This is an optimization exercise on Yosys and OpenROAD, whose aim is small area, a short achievable clock period and few clock cycles per item, not a production implementation. In this exercise RTL edits were held to simulation tests only and were not proved equivalent to the original.

--- flow/flow/run.sh ---
#!/bin/bash
# Standard layout, with two changes: adders are left to ABC instead of being mapped to
# full/half adder cells, and the port buffers are the smallest buffer.
set -euo pipefail
bash standard.sh ADDER_MAP_FILE= "BUFFER_PORTS_ARGS=-buffer_cell sky130_fd_sc_hd__buf_1" finish > standard_flow.log 2>&1
--- flow/standard.sh ---
#!/bin/bash
# synth_recipe.tcl (not shown) runs the flow's synth.tcl, then flattens the netlist and writes it again
# the make line also repeats each setting of config.mk as NAME=value (left out here)
make -C /OpenROAD-flow-scripts/flow DESIGN_CONFIG=/design/flow/config.mk WORK_HOME=/design/flow/orfs CLKGATE_MAP_FILE= SYNTH_SCRIPT=/design/flow/synth_recipe.tcl "${@:-finish}"
--- flow/config.mk ---
export PLATFORM = sky130hd
export DESIGN_NAME = int_to_balanced_ternary_core
export DESIGN_NICKNAME = int_to_balanced_ternary_core
export VERILOG_FILES = /design/flow/design.v
export SDC_FILE = /design/flow/constraint.sdc
export NUM_CORES = 4
export LEC_CHECK = 0
export ABC_AREA = 1
export CAP_MARGIN = 20
export CORE_MARGIN = 2
export CORE_UTILIZATION = 40
export SETUP_SLACK_MARGIN = 5
export SLEW_MARGIN = 20
--- flow/constraint.sdc ---
create_clock -name core_clock -period 8.5 [get_ports {clock}]
set_input_delay 1.7000 -clock core_clock [delete_from_list [all_inputs] [get_ports {clock}]]
set_output_delay 1.7000 -clock core_clock [all_outputs]
set_load 0.01 [all_outputs]
--- flow/design.v ---
package itbt_pkg;
   localparam int VALUE_WIDTH = 32;
   localparam int MAX_TRITS   = 21;
   localparam int QW = 34;
   localparam logic [QW-1:0] POW21 = 34'd10460353203;
   localparam logic signed [VALUE_WIDTH-1:0] HI = 32'sd1743392201;
   localparam logic signed [QW-1:0] B_POS_Z =  34'sd581130734;
   localparam logic signed [QW-1:0] B_NEG_Z = -34'sd581130734;
   localparam logic signed [QW-1:0] B_POS_P =  34'sd4067915135;
   localparam logic signed [QW-1:0] B_NEG_P =  34'sd2905653667;
   localparam logic signed [QW-1:0] B_POS_N = -34'sd2905653667;
   localparam logic signed [QW-1:0] B_NEG_N = -34'sd4067915135;
endpackage
import itbt_pkg::*;
module int_to_balanced_ternary_core (
   input  logic                                    clock,
   input  logic                                    reset,
   input  logic                                    start,
   output logic                                    busy,
   input  logic signed [itbt_pkg::VALUE_WIDTH-1:0] req_value,
   output logic                                    rsp_strobe,
   output logic signed [1:0]                       rsp_trit,
   output logic                                    rsp_last_trit
);
   logic signed [QW-1:0] q_ff;
   logic                 neg_ff;       
   logic                 nz_ff;        
   logic [4:0]           j_ff;         
   logic                 busy_ff;      
   logic                 last_ff;      
   logic                 strobe_ff;    
   logic                 started_ff;   
   logic                 pos;
   logic [QW-1:0]        q_next;
   logic [QW-1:0]        t_pos;
   logic [QW-1:0]        t_neg;
   logic                 pos_next;
   logic                 neg_next;
   logic                 in_pos;
   logic                 in_neg;
   logic                 load;
   function automatic logic ge_var(input logic [QW-1:0] a, input logic [QW-1:0] b);
      logic r;
      r = 1'b1;
      for (int i = 0; i < QW - 1; i++)
         r = (a[i] & ~b[i]) | ((a[i] | ~b[i]) & r);
      ge_var = (~a[QW-1] & b[QW-1]) | ((~a[QW-1] | b[QW-1]) & r);
   endfunction
   assign pos = nz_ff & ~neg_ff;
   always_comb begin
      logic [QW-1:0] x;
      logic [QW-1:0] s;
      logic [QW-1:0] c;
      logic [QW-1:0] b;
      logic [QW-1:0] p;
      logic [QW-1:0] gg;
      logic [QW-1:0] pp;
      x = pos ? -POW21 : (neg_ff ? POW21 : '0);
      for (int i = 0; i < QW; i++) begin
         s[i] = q_ff[i] ^ (i > 0 ? q_ff[i-1] : 1'b0) ^ x[i];
         c[i] = (i > 0) ? ((q_ff[i] & q_ff[i-1]) | (q_ff[i] & x[i]) | (q_ff[i-1] & x[i])) : (q_ff[i] & x[i]);
      end
      b  = {c[QW-2:0], 1'b0};
      p  = s ^ b;
      gg = s & b;
      pp = p;
      for (int l = 0; (1 << l) < QW; l++)
         for (int i = 0; i < QW; i++)
            if (((i >> l) & 1) == 1) begin
               gg[i] = gg[i] | (pp[i] & gg[((i >> l) << l) - 1]);
               pp[i] = pp[i] & pp[((i >> l) << l) - 1];
            end
      for (int i = 0; i < QW; i++)
         q_next[i] = p[i] ^ (i > 0 ? gg[i-1] : 1'b0);
   end
   assign t_pos    = pos ? B_POS_P : (neg_ff ? B_POS_N : B_POS_Z);
   assign t_neg    = pos ? B_NEG_P : (neg_ff ? B_NEG_N : B_NEG_Z);
   assign pos_next = ge_var(q_ff, t_pos);
   assign neg_next = ge_var(t_neg, q_ff);
   assign in_pos = (req_value >= HI);
   assign in_neg = (req_value <= -HI);
   assign load = start & ~busy_ff;
   always_ff @(posedge clock) begin
      if (reset) begin
         busy_ff   <= 1'b0;
         last_ff   <= 1'b0;
         strobe_ff <= 1'b0;
      end else if (load) begin
         busy_ff   <= 1'b1;
         last_ff   <= 1'b0;
         strobe_ff <= in_pos | in_neg;
      end else if (busy_ff) begin
         busy_ff   <= (j_ff != 5'd1);
         last_ff   <= (j_ff == 5'd1);
         strobe_ff <= started_ff | nz_ff | pos_next | neg_next | (j_ff == 5'd1);
      end else begin
         busy_ff   <= 1'b0;
         last_ff   <= 1'b0;
         strobe_ff <= 1'b0;
      end
   end
   always_ff @(posedge clock) begin
      if (load) begin
         q_ff       <= QW'(req_value);
         neg_ff     <= in_neg;
         nz_ff      <= in_pos | in_neg;
         j_ff       <= 5'd20;
         started_ff <= 1'b0;
      end else begin
         q_ff       <= q_next;
         neg_ff     <= neg_next;
         nz_ff      <= pos_next | neg_next;
         j_ff       <= j_ff - 5'd1;
         started_ff <= started_ff | nz_ff;
      end
   end
   assign busy          = busy_ff;
   assign rsp_strobe    = strobe_ff;
   assign rsp_trit      = {neg_ff, nz_ff};
   assign rsp_last_trit = last_ff;
endmodule
==> metrics.csv <==
stage,metric,value,unit
worst_setup_path,CP Capture Type,register,
yosys,Synth Flop Type,dfxtp_1,
worst_setup_path,cells along the critical path,buf_1 -> o41ai_1 -> nand2_1 -> nand2_1 -> o2111ai_1 -> nand3_1 -> nand2_1 -> o21a_1 -> a21oi_1,
clock_tree,"Clk pin slew, worst setup/hold paths",0.07,ns
worst_setup_path,Top delay family on crit path,compound AO/OA/AOI/OAI gates,
drt,DR iter-0 viols,217,
global_routing,initial antenna violation count,0,
worst_setup_path,CP startpoint,req_value[8],
sta,Tightest Pin Transition,0.6321,ns
worst_setup_path,WS Path Type,in -> reg,
global_routing,largest net degree at the start of global routing,57,
worst_setup_path,critical path arrival,3.56,ns
worst_setup_path,Startpoint Class,input port,
yosys,Netlist Area Pre-Place,0.004836,sq mm
worst_setup_path,RR Startpoint,neg_ff$_DFF_P_,
sta,Max Slew Vio Count,0,
final_layout,share of post-route cells with drive strength above 1,8.324,%
sta,final hold violation count,0,
clock_tree,clk buf depth,2,
outcome,status,finished clean,
yosys,"FF+latch count, synth",45,
floorplan,row cnt,40,
worst_setup_path,WP data required,8.75,ns
worst_setup_path,"Largest stage delay, worst path",0.61,ns
drt,vias per cell,4.813,
final_layout,"most common cell after layout, fill and taps aside",nand2_1,
yosys,Syn Inst Count,842,
global_routing,total global-route track usage,19.92,%
placed_design,post-DP HPWL,9490,um
floorplan,I/O pins,40,
worst_setup_path,most frequent CP cell,nand2_1,
final_layout,Antenna diodes,0,
sta,final clock skew,0.01001,ns
final_layout,synth-to-layout area growth,8.564,%
sta,final setup vio count,0,
drt,Residual DRC,0,
drt,drt pass-1 iters,5,
sta,minimum clock period,3.319,ns
sta,slew margin rel.,57.60,%
global_routing,vias in the first global route,4336,
floorplan,Starting Density,40.60,%
worst_setup_path,critical-path maximum fanout,3,
yosys,Cell variety after synth,56,
sta,period utilisation layout,39.04,%
clock_tree,worst-skew pair later-pin latency,0.31,ns
final_layout,"commonest non-fill, non-tap cells in the layout","nand2_1, inv_1, nor2_1",
clock_tree,Clock Sinks,45,
floorplan,core area,0.01191,sq mm
yosys,Syn Area/Cell,5.743,sq um
worst_setup_path,worst path bufs/invs,1,
yosys,asr flop ratio synth,0,%
clock_tree,CTS HTree Levels,2,
sta,max frequency,301.3,MHz
placed_design,gpl congestion,0.8380,
floorplan,Die W,114.0,um
clock_tree,CTS tree,yes,
drt,Post-DRT Antenna Nets,0,
worst_hold_path,Tightest Hold Check Type,reg -> reg,
yosys,synthesis warning total,1,
job,# Max-Cap Violations,0,
sta,RSZ-0062 raised after global routing,no,
floorplan,die area,0.01299,sq mm
final_layout,Nets,899,
global_routing,"Remaining Overflow, GRT",0,
global_routing,first-pass GRT wire length,20730,um
worst_hold_path,hold path start,j_ff[1]$_SDFF_PP0_,
drt,final wirelength,12180,um
clock_tree,CTS Hold Bufs,0,
placed_design,port bufs,39,
drt,drt wl/cell,12.03,um
clock_tree,CTS Root Cell,clkbuf_16,
clock_tree,CTS Buf Count,5,
yosys,syn_nets,877,
yosys,post-synthesis sequential area ratio,18.63,%
worst_setup_path,"Slowest-stage cell, CP",o41ai_1,
drt,via count,4871,
floorplan,die height,114.0,um
yosys,number of enable flip-flop cells after synthesis,0,
sta,TNS Setup,0,ns
[path summary, 6_finish.rpt]
| kind | end | slack, ns | cells past startpoint |
|---|---|---|---|
| min | j_ff[1]$_SDFF_PP0_ | 0.47 | 2 |
| max reg2reg | q_ff[29]$_DFF_P_ | 5.33 | 23 |
| min reg2reg | j_ff[1]$_SDFF_PP0_ | 0.47 | 2 |
| max | strobe_ff$_SDFF_PP0_ | 5.18 | 9 |
[synth_stat cells, types with 2 or more instances]
library cell	count	area share (%)
clkbuf_1	13	1.0
o21bai_1	4	0.62
or2_1	8	1.0
dfxtp_1	45	19
xor2_1	43	7.8
nor3_2	3	0.62
a21boi_1	2	0.31
nor4_1	3	0.39
o22ai_1	2	0.26
buf_4	6	0.93
a22oi_1	2	0.31
o21ai_0	33	3.4
nand3_1	18	1.9
xnor2_1	13	2.4
inv_1	108	8.4
o21ai_1	32	3.3
nand2_2	4	0.52
a221oi_2	2	0.62
or2_2	4	0.52
nand2_4	5	1.2
a31oi_1	4	0.52
a21oi_4	2	0.67
clkinv_1	3	0.23
nor3_1	7	0.72
a221oi_1	2	0.36
o21a_1	3	0.47
buf_6	4	0.93
o21ai_2	3	0.54
a21oi_1	54	5.6
nor2_2	3	0.39
inv_2	16	1.2
nand4_1	5	0.65
nor2_1	107	8.3
a21oi_2	10	1.8
nand2_1	245	19
buf_2	3	0.31
nor2_4	2	0.47
[tightest hold or removal path, stage by stage (launching register included)]
cell	delay (ns)
dfxtp_1	0.32
nand2_1	0.05
a21oi_1	0.05
[repair_timing]
action,4_1_cts,5_1_grt
pin swaps,0,0
resized for setup,4,8
buffers inserted,0,0
setup endpoints to repair,28,23
[metrics by stage]
| stage | util [%] | instance area (sq um) | setup slack [ns] | instances | hold WS [ns] |
|---|---|---|---|---|---|
| after CTS | 43.88 | 5226 | 5.051 | 1012 | 0.4742 |
| final | 44.08 | 5250 | 5.181 | 1012 | 0.4696 |
| after detailed placement | 42.27 | 5035 | 4.423 | 1004 | 0.4571 |
| after floorplan | - | 4836 | 5.644 | 842 | 0.4287 |
| after global placement | 42.27 | 5035 | 4.492 | 1004 | 0.4519 |
| after global routing | 44.08 | 5250 | 5.009 | 1012 | 0.4956 |
[logic make-up after synthesis]
logic type / count (synthesis) / synth area share (%)
and+or+nand+nor: 422 / 37.05
AOI/OAI and AO/OA: 164 / 20.47
buffers and inverters: 153 / 13.04
xor gates and xnor gates: 58 / 10.82
DFF: 45 / 18.63
[registers in the layout, indices dropped and copies added, names as in the netlist]
name,count
busy_ff,1
started_ff,1
neg_ff,1
nz_ff,1
q_ff,34
j_ff,5
last_ff,1
strobe_ff,1
[per-layer routing]
metal	part of all wire (%)	track usage [%]	vias to the layer above
met2	42	30.08	75
li1	-	-	2698
met3	3.3	3.294	14
met4	2.0	6.585	0
met5	0	0	-
met1	52	28.76	2084
[layout make-up]
type / instances / area, sq um
fill: 1297 / 6661
multi-input combinational: 644 / 3331
sequential: 45 / 902.1
inverter: 127 / 491.7
tap: 147 / 183.9
timing repair buffer: 41 / 168.9
clock buffer: 5 / 125.1
clock inverter: 3 / 47.55
Testbench counts, summed over its fixed seeds: cycles 50,408, conversions 2,400.

## what the ideal ports hide
In the flow no input, the clock included, has a driving cell. The finished layout below was timed again as built, in two steps.
Step 1, drivers: a clkbuf_16 drives clock and a buf_2 each remaining input, both assumed.
Step 2 adds t to the input delays and takes it off the output delays; t is the mean of the earliest and latest rising clock arrival at the registers after step 1. Input paths then give back, and output paths get back, about the clock's delay inside the block.
Slacks: ideal ports / drivers / drivers and shift; pairs: ideal ports / drivers.
t (ns): 0.344
setup WS [ns]: 5.181 / 5.199 / 4.855
hold slack, ns: 0.470 / 0.470 / 0.470
worst setup path after step 2: input to register
worst data-port slew with drivers (ns): 0.04
After both steps this run still meets setup and hold. For this run, drivers alone change the setup slack by +0.018 ns; drivers and shift together by -0.326 ns.
